What follows belongs to an exercise in optimizing a design on an open flow for small area, a short achievable clock period and few clock cycles; a production flow would make more cautious choices. Function was checked by simulation only, so behaviour that the tests miss may differ from the original.

==> inputs of 03-05 <==
Design raster_top, start of the top module:
module raster_top (
    input  logic                clk_i,
    input  logic                nrst_i,
    input  raster_pkg::addr_t   s_awaddr_i,
    input  logic                s_awvalid_i,
    output logic                s_awready_o,
    input  logic [31:0]         s_wdata_i,
    input  logic                s_wvalid_i,
    output logic                s_wready_o,
    output logic                s_bvalid_o,
    input  logic                s_bready_i,
    input  raster_pkg::addr_t   s_araddr_i,
    input  logic                s_arvalid_i,
    output logic                s_arready_o,
    output logic [31:0]         s_rdata_o,
    output logic                s_rvalid_o,
    input  logic                s_rready_i
);
==> flow/config.mk <==
export PLATFORM = sky130hd
export DESIGN_NAME = raster_top
export DESIGN_NICKNAME = raster_top
export VERILOG_FILES = /design/flow/design.v
export SDC_FILE = /design/flow/constraint.sdc
export NUM_CORES = 8
export LEC_CHECK = 0
export ABC_AREA = 1
export ABC_CLOCK_PERIOD_IN_PS = 40000
export CAP_MARGIN = 20
export CELL_PAD_IN_SITES_DETAIL_PLACEMENT = 1
export CELL_PAD_IN_SITES_GLOBAL_PLACEMENT = 2
export CORE_MARGIN = 2
export CORE_UTILIZATION = 35
export CTS_CLUSTER_DIAMETER = 150
export CTS_CLUSTER_SIZE = 16
export GPL_ROUTABILITY_DRIVEN = 1
export SLEW_MARGIN = 20
==> flow/constraint.sdc <==
create_clock -name core_clock -period 220.0 [get_ports {clk_i}]
set_input_delay 44.0000 -clock core_clock [delete_from_list [all_inputs] [get_ports {clk_i}]]
set_output_delay 44.0000 -clock core_clock [all_outputs]
set_load 0.01 [all_outputs]
standard.sh (not shown) runs the stock make flow with config.mk's settings and CLKGATE_MAP_FILE= SYNTH_SCRIPT=/design/flow/synth_recipe.tcl, a recipe that flattens the netlist after the stock synthesis.
==> flow/flow/run.sh <==
#!/bin/bash
# Own flow: the standard layout (standard.sh, unchanged synthesis) with
# two changes: port buffers are buf_2 instead of the default delay buffer,
# and the timing repair steps improve every path whose slack is below the
# margin, so the paths from the inputs and to the outputs get sized too.
set -o pipefail
export BUFFER_PORTS_ARGS="-buffer_cell sky130_fd_sc_hd__buf_2"
export SETUP_SLACK_MARGIN=174.6
bash standard.sh > standard.log 2>&1
==> 10-26: changes against 03-05 <==
--- a/flow/design.v
+++ b/flow/design.v
@@ -104,13 +104,13 @@
                            Q_POS  = 5'd24;
     logic [4:0]  seq_q;
     logic        rc_q;           
     logic        first_q;        
     logic [1:0]  chunk_q;
     logic [47:0] acc_q;
-    localparam logic [1:0] D_IDLE = 2'd0, D_ITER = 2'd1, D_RDY = 2'd3;
+    localparam logic [1:0] D_IDLE = 2'd0, D_ITER = 2'd1, D_NEG = 2'd2, D_RDY = 2'd3;
     logic [1:0]  dst_q;
     logic [31:0] r_q;       
     logic [5:0]  dcnt_q;
     logic        dsign_q;
     logic [15:0] ix0, ix1, ix2, iy0, iy1, iy2;
     logic [15:0] ixmin, ixmax, iymin, iymax;
@@ -243,30 +243,28 @@
             2'd1: win = opb[15:7];
             2'd2: win = opb[23:15];
             default: win = opb[31:23];
         endcase
     end
     assign last = (cur == 2'd0);
-    function automatic logic [34:0] brow(input logic [31:0] a, input logic [2:0] w, input logic flip);
+    function automatic logic [34:0] brow(input logic [31:0] a, input logic [2:0] w);
         logic one, two, neg;
         logic [33:0] mag;
         one = w[0] ^ w[1];
         two = (w[2] & !w[1] & !w[0]) | (!w[2] & w[1] & w[0]);
-        neg = (w[2] & !(w[1] & w[0])) ^ flip;
+        neg = w[2] & !(w[1] & w[0]);
         mag = one ? {{2{a[31]}}, a} : two ? {a[31], a, 1'b0} : 34'd0;
         brow = {neg, mag ^ {34{neg}}};
     endfunction
-    logic rflip;
-    assign rflip = (bsel == 4'd7) && dsign_q && (r_q != 32'h8000_0000);
     logic [34:0] br0, br1, br2, br3;
     logic [3:0]  negs;
     logic [47:0] rows0, r1, r2, r3;
-    assign br0 = brow(opa, win[2:0], rflip);
-    assign br1 = brow(opa, win[4:2], rflip);
-    assign br2 = brow(opa, win[6:4], rflip);
-    assign br3 = brow(opa, win[8:6], rflip);
+    assign br0 = brow(opa, win[2:0]);
+    assign br1 = brow(opa, win[4:2]);
+    assign br2 = brow(opa, win[6:4]);
+    assign br3 = brow(opa, win[8:6]);
     assign negs = {br3[34], br2[34], br1[34], br0[34]};
     assign rows0 = {br0[33] ? 15'h7FAB : 15'h7FAC, br0[32:0]};
     assign r1 = {12'd0, !br1[33], br1[32:0], 1'b0, negs[0]};
     assign r2 = {10'd0, !br2[33], br2[32:0], 1'b0, negs[1], 2'd0};
     assign r3 = {8'd0, !br3[33], br3[32:0], 1'b0, negs[2], 4'd0};
     logic [47:0] ash, vadd;
@@ -289,27 +287,26 @@
     logic [47:0] acc_tr;         
     assign acc_tr = {acc_n[47:16], 16'd0};
     logic [31:0] det;
     assign det = acc_q[47:16];
     logic [32:0] dx, dy, ddiff;
     always_comb begin
-        dx = {1'b0, k3_q[31:0]}; dy = {1'b0, k1_q[31:0]};
+        dx = 33'd0; dy = {1'b0, r_q};
         if (seq_q == Q_CCHK) begin dx = 33'd0; dy = {det[31], det}; end
+        else if (dst_q == D_ITER) begin dx = {1'b0, k3_q[31:0]}; dy = {1'b0, k1_q[31:0]}; end
     end
     assign ddiff = rca33(dx, ~dy, 1'b1);
     logic [31:0] adet;
     assign adet = det[31] ? ddiff[31:0] : det;
     logic [4:0]  dp;
     logic [15:0] h16; logic [7:0] h8; logic [3:0] h4; logic [1:0] h2;
     assign dp[4] = |adet[31:16]; assign h16 = dp[4] ? adet[31:16] : adet[15:0];
     assign dp[3] = |h16[15:8];   assign h8 = dp[3] ? h16[15:8] : h16[7:0];
     assign dp[2] = |h8[7:4];     assign h4 = dp[2] ? h8[7:4] : h8[3:0];
     assign dp[1] = |h4[3:2];     assign h2 = dp[1] ? h4[3:2] : h4[1:0];
     assign dp[0] = h2[1];
-    logic        dpw2;
-    assign dpw2 = (adet == (32'd1 << dp));
     logic amb, cull_fast;
     assign amb = (det == 32'h0000_0000) || (det == 32'hFFFF_FFFF) || (det == 32'hFFFF_FFFE)
                  || (det == 32'hFFFF_FFFD) || (det == 32'h8000_0000) || (det == 32'h7FFF_FFFF)
                  || (det == 32'h7FFF_FFFE) || (det == 32'h7FFF_FFFD);
     assign cull_fast = !ddiff[31];
     logic [31:0] l0, l1, l2;
@@ -462,14 +459,13 @@
                 4'd6: vx2 <= s_wdata_i;
                 4'd7: vy2 <= s_wdata_i;
                 default: ;
             endcase
         end
     end
-    logic go, restart, cull_now, cull_ev, rrdy;
-    assign rrdy = (dst_q == D_RDY) || (dst_q == D_ITER && dcnt_q == 6'd1);
+    logic go, restart, cull_now, cull_ev;
     assign go = start_q && !busy_q;
     assign restart = vwr_q || (go && !fresh_q);
     assign cull_ev = ((seq_q == Q_CCHK) && inrange && !amb) || (seq_q == Q_SCHK);
     assign cull_now = (seq_q == Q_CCHK) ? cull_fast : !acc_q[47];
     always_ff @(posedge clk_i or negedge nrst_i) begin
         if (!nrst_i) begin
@@ -510,14 +506,14 @@
                     if (!inrange || amb) seq_q <= Q_S1;
                     else seq_q <= cull_fast ? Q_IDLE : Q_E0A;
                     if (adet[31:16] == 16'd0) fast_q <= 1'b0;
                 end
                 Q_S3: if (pdone) seq_q <= Q_SCHK;
                 Q_SCHK: seq_q <= cull_now ? Q_IDLE : Q_E0A;
-                Q_E1B: if (pdone) seq_q <= (rrdy || rc_q) ? Q_T0P : Q_WAITR;
-                Q_WAITR: if (rrdy) seq_q <= Q_T0P;
+                Q_E1B: if (pdone) seq_q <= (dst_q == D_RDY || rc_q) ? Q_T0P : Q_WAITR;
+                Q_WAITR: if (dst_q == D_RDY) seq_q <= Q_T0P;
                 Q_T1P: if (pdone) begin
                     tval_q <= 1'b1;
                     seq_q <= !fast_q ? Q_DONE : rc_q ? Q_D1A : Q_K1P;
                 end
                 Q_K3P: if (pdone) begin
                     krdy_q <= 1'b1;
@@ -544,13 +540,14 @@
             if (cull_ev) begin
                 cdone_q <= 1'b1;
                 cullr_q <= cull_now;
             end
             case (dst_q)
                 D_IDLE: if (seq_q == Q_CCHK) dst_q <= (det == 32'd0) ? D_RDY : D_ITER;
-                D_ITER: if (dcnt_q == 6'd1) dst_q <= D_RDY;
+                D_ITER: if (dcnt_q == 6'd1) dst_q <= D_NEG;
+                D_NEG: dst_q <= D_RDY;
                 default: ;
             endcase
             cnt_q <= cnt_n;
             if (cap_h) headv_q <= 1'b1;
             else if (pop_q) headv_q <= 1'b0;
             if (evalp && park) begin
@@ -670,18 +667,20 @@
             if (cap_h) begin
                 hx_q <= sx_q; hy_q <= sy_q;
                 hl0_q <= l0; hl1_q <= l1;
             end
             if (seq_q == Q_CCHK) begin
                 k1_q[31:0] <= adet;
-                k3_q[31:0] <= dpw2 ? 32'd0 : 32'd2 << dp;
-                dcnt_q <= 6'd32 - {1'b0, dp};
+                k3_q[31:0] <= 32'd1 << dp;
+                dcnt_q <= 6'd33 - {1'b0, dp};
                 dsign_q <= det[31];
-                r_q <= {31'd0, dpw2};
+                r_q <= 32'd0;
             end else if (dst_q == D_ITER) begin
                 k3_q[31:0] <= (ddiff[32] ? k3_q[31:0] : ddiff[31:0]) << 1;
                 r_q <= {r_q[30:0], !ddiff[32]};
                 dcnt_q <= dcnt_q - 6'd1;
+            end else if (dst_q == D_NEG) begin
+                if (dsign_q) r_q <= ddiff[31:0];
             end
         end
     end
 endmodule
==> flow/flow/run.sh (replaced) <==
#!/bin/bash
# Own flow: the standard layout (standard.sh, unchanged synthesis) with
# two changes: port buffers are buf_2 instead of the default delay buffer,
# and the timing repair steps improve every path whose slack is below the
# margin, so the paths from the inputs and to the outputs get sized too.
set -o pipefail
export BUFFER_PORTS_ARGS="-buffer_cell sky130_fd_sc_hd__buf_2"
export SETUP_SLACK_MARGIN=175.2
bash standard.sh > standard.log 2>&1
==> 06-17: changes against 03-05 <==
--- a/flow/design.v
+++ b/flow/design.v
@@ -74,13 +74,13 @@
         d = rca17({a[15], a}, ~{b[15], b}, 1'b1);
         slt16 = d[16];
     endfunction
     localparam logic [31:0] ONE = 32'h0001_0000;
     logic [31:0] vx0, vy0, vx1, vy1, vx2, vy2;
     logic        bvalid_q, rvalid_q, rpend_q;
-    logic [3:0]  rpaddr_q;
+    logic [2:0]  rpaddr_q;
     logic [31:0] rdata_q;
     logic        start_q, pop_q, vwr_q;
     logic        busy_q, culled_q, fast_q, fresh_q, cdone_q, cullr_q;
     logic        walk_q, tval_q, krdy_q, tdrdy_q;
     logic [3:0]  cnt_q, skip_q;
     logic        headv_q;
@@ -365,41 +365,36 @@
     assign rewind = rw_fast || rw_slow;
     logic        tstep;
     logic [47:0] t0_step, t1_step;
     assign tstep = adv && !at_end && fast_q;
     assign t0_step = rca48(t0_q, !tstep ? 48'd0 : at_xend ? {{5{td0_q[42]}}, td0_q} : {{10{k1_q[37]}}, k1_q}, 1'b0);
     assign t1_step = rca48(t1_q, !tstep ? 48'd0 : at_xend ? td1_q : {{10{k3_q[37]}}, k3_q}, 1'b0);
-    logic wr, rd, head_wait;
+    logic wr, rd;
     logic [31:0] rmux, fmux;
     logic [3:0]  ra;
     logic arbsy_q, awrdy_q, arrdy_q;
     assign s_awready_o = awrdy_q;
     assign s_wready_o = awrdy_q;
     assign s_arready_o = arrdy_q;
     assign s_bvalid_o = bvalid_q;
     assign s_rvalid_o = rvalid_q;
     assign s_rdata_o = rdata_q;
     assign wr = s_awvalid_i && s_wvalid_i && awrdy_q;
     assign rd = s_arvalid_i && arrdy_q;
-    assign head_wait = (cnt_q != 4'd0) && !headv_q;
     logic [31:0] hl2;
     assign hl2 = rca32(~hl0_q, ~hl1_q, 1'b1) + 32'h0001_0001;
     logic [31:0] pos;
     assign pos = {(cnt_q != 4'd0), 6'd0, hy_q, 7'd0, hx_q};
     always_comb begin
         case (rpaddr_q)
-            4'd2: fmux = vx0;
-            4'd3: fmux = vy0;
-            4'd4: fmux = vx1;
-            4'd5: fmux = vy1;
-            4'd6: fmux = vx2;
-            4'd7: fmux = vy2;
-            4'd8: fmux = pos;
-            4'd9: fmux = hl0_q;
-            4'd10: fmux = hl1_q;
-            default: fmux = hl2;
+            3'd2: fmux = vx0;
+            3'd3: fmux = vy0;
+            3'd4: fmux = vx1;
+            3'd5: fmux = vy1;
+            3'd6: fmux = vx2;
+            default: fmux = vy2;
         endcase
     end
     assign ra = s_araddr_i[5:2];
     always_comb begin
         if (ra[3]) begin
             if (ra[2]) rmux = 32'd0;
@@ -408,15 +403,15 @@
                 2'd1: rmux = hl0_q;
                 2'd2: rmux = hl1_q;
                 default: rmux = hl2;
             endcase
         end else rmux = (ra[2:0] == 3'd1) ? {20'd0, cnt_q, 6'd0, culled_q, busy_q} : 32'd0;
     end
-    logic pwait, rslow;
-    assign pwait = (rpaddr_q[3:2] == 2'b10) && head_wait;
-    assign rslow = (!ra[3] && (ra[2] || ra[1])) || (ra[3:2] == 2'b10 && head_wait);
+    logic rslow, hw_d;
+    assign rslow = !ra[3] && (ra[2] || ra[1]);
+    assign hw_d = (cnt_n != 4'd0) && !(cap_h || (headv_q && !pop_q));
     always_ff @(posedge clk_i or negedge nrst_i) begin
         if (!nrst_i) begin
             bvalid_q <= 1'b0;
             rvalid_q <= 1'b0;
             arbsy_q <= 1'b0;
             awrdy_q <= 1'b0;
@@ -426,36 +421,34 @@
             pop_q <= 1'b0;
             vwr_q <= 1'b0;
         end else begin
             if (wr) bvalid_q <= 1'b1;
             else if (s_bready_i) bvalid_q <= 1'b0;
             awrdy_q <= !(wr || (bvalid_q && !s_bready_i));
-            arrdy_q <= !(rd || (arbsy_q && !(!rpend_q && rvalid_q && s_rready_i)));
+            arrdy_q <= !(rd || hw_d || (arbsy_q && !(!rpend_q && rvalid_q && s_rready_i)));
             start_q <= wr && (s_awaddr_i[5:2] == 4'd0) && s_wdata_i[0];
             pop_q <= wr && (s_awaddr_i[5:2] == 4'd12) && (cnt_q != 4'd0);
             vwr_q <= wr && !s_awaddr_i[5] && (s_awaddr_i[4] || s_awaddr_i[3]);
             if (rd) begin
                 arbsy_q <= 1'b1;
                 if (rslow) rpend_q <= 1'b1;
                 else rvalid_q <= 1'b1;
             end else if (rpend_q) begin
-                if (!pwait) begin
-                    rpend_q <= 1'b0;
-                    rvalid_q <= 1'b1;
-                end
+                rpend_q <= 1'b0;
+                rvalid_q <= 1'b1;
             end else if (rvalid_q && s_rready_i) begin
                 rvalid_q <= 1'b0;
                 arbsy_q <= 1'b0;
             end
         end
     end
     always_ff @(posedge clk_i) begin
         if (!arbsy_q) begin
             rdata_q <= rmux;
-            rpaddr_q <= ra;
-        end else if (rpend_q && !pwait) rdata_q <= fmux;
+            rpaddr_q <= ra[2:0];
+        end else if (rpend_q) rdata_q <= fmux;
         if (wr) begin
             case (s_awaddr_i[5:2])
                 4'd2: vx0 <= s_wdata_i;
                 4'd3: vy0 <= s_wdata_i;
                 4'd4: vx1 <= s_wdata_i;
                 4'd5: vy1 <= s_wdata_i;
==> flow/flow/run.sh (replaced) <==
#!/bin/bash
# Own flow: the standard layout (standard.sh, unchanged synthesis) with
# two changes: port buffers are buf_2 instead of the default delay buffer,
# and the timing repair steps improve every path whose slack is below the
# margin, so the paths from the inputs and to the outputs get sized too.
set -o pipefail
export BUFFER_PORTS_ARGS="-buffer_cell sky130_fd_sc_hd__buf_4"
export SETUP_SLACK_MARGIN=174.6
bash standard.sh > standard.log 2>&1
==> run notes <==
Die area: 03-05 > 10-26 > 06-17. The highest synthesized cell count belongs to 03-05, the lowest to 10-26. Of 10-26 and 06-17, 10-26 has the higher flip-flop and latch count (gap 1). Clock skew, lowest first: 03-05, 06-17, 10-26. Non-clock buffer count: 10-26 is higher than 03-05 (30). Of 03-05 and 06-17, 06-17 has the higher sequential share of layout area (gap 0.28 points). The lowest wire length belongs to 06-17, the highest to 10-26. Against 06-17, the area after synthesis of 03-05 is larger by 0.93%. Cell count: 03-05 > 10-26 > 06-17. The highest maximum frequency belongs to 10-26, the lowest to 03-05.
Testbench counts of 03-05, summed over its fixed seeds: cycles 33,452.
Testbench counts of 10-26, summed over its fixed seeds: cycles 33,684.
Testbench counts of 06-17, summed over its fixed seeds: cycles 33,452.

afterwards: timing with drivers on the ports:
How much do the figures lean on ideal ports? The routed layouts below were timed once more, with nothing changed but the port constraints. Step 1, drivers: a clkbuf_16 drives clk_i and a buf_2 each remaining input, both assumed. Step 2 adds t to the input delays and takes it off the output delays; t is the mean of the earliest and latest rising clock arrival at the registers after step 1. Input paths then give back, and output paths get back, about the clock's delay inside the block. Slacks: no drivers / after step 1 / after step 2; pairs: no drivers / after step 1.
| run | t (ns) | slack for setup (ns) | worst setup path after step 2 |
|---|---|---|---|
| 03-05 | 0.839 | 174.478 / 174.384 / 173.713 | input to register |
| 10-26 | 0.838 | 174.688 / 174.593 / 174.396 | input to register |
| 06-17 | 0.820 | 174.563 / 174.474 / 173.884 | input to register |
After both steps setup and hold are still met in every run listed. For 03-05, which loses most, drivers alone change the setup slack by -0.094 ns; drivers and shift together by -0.765 ns.
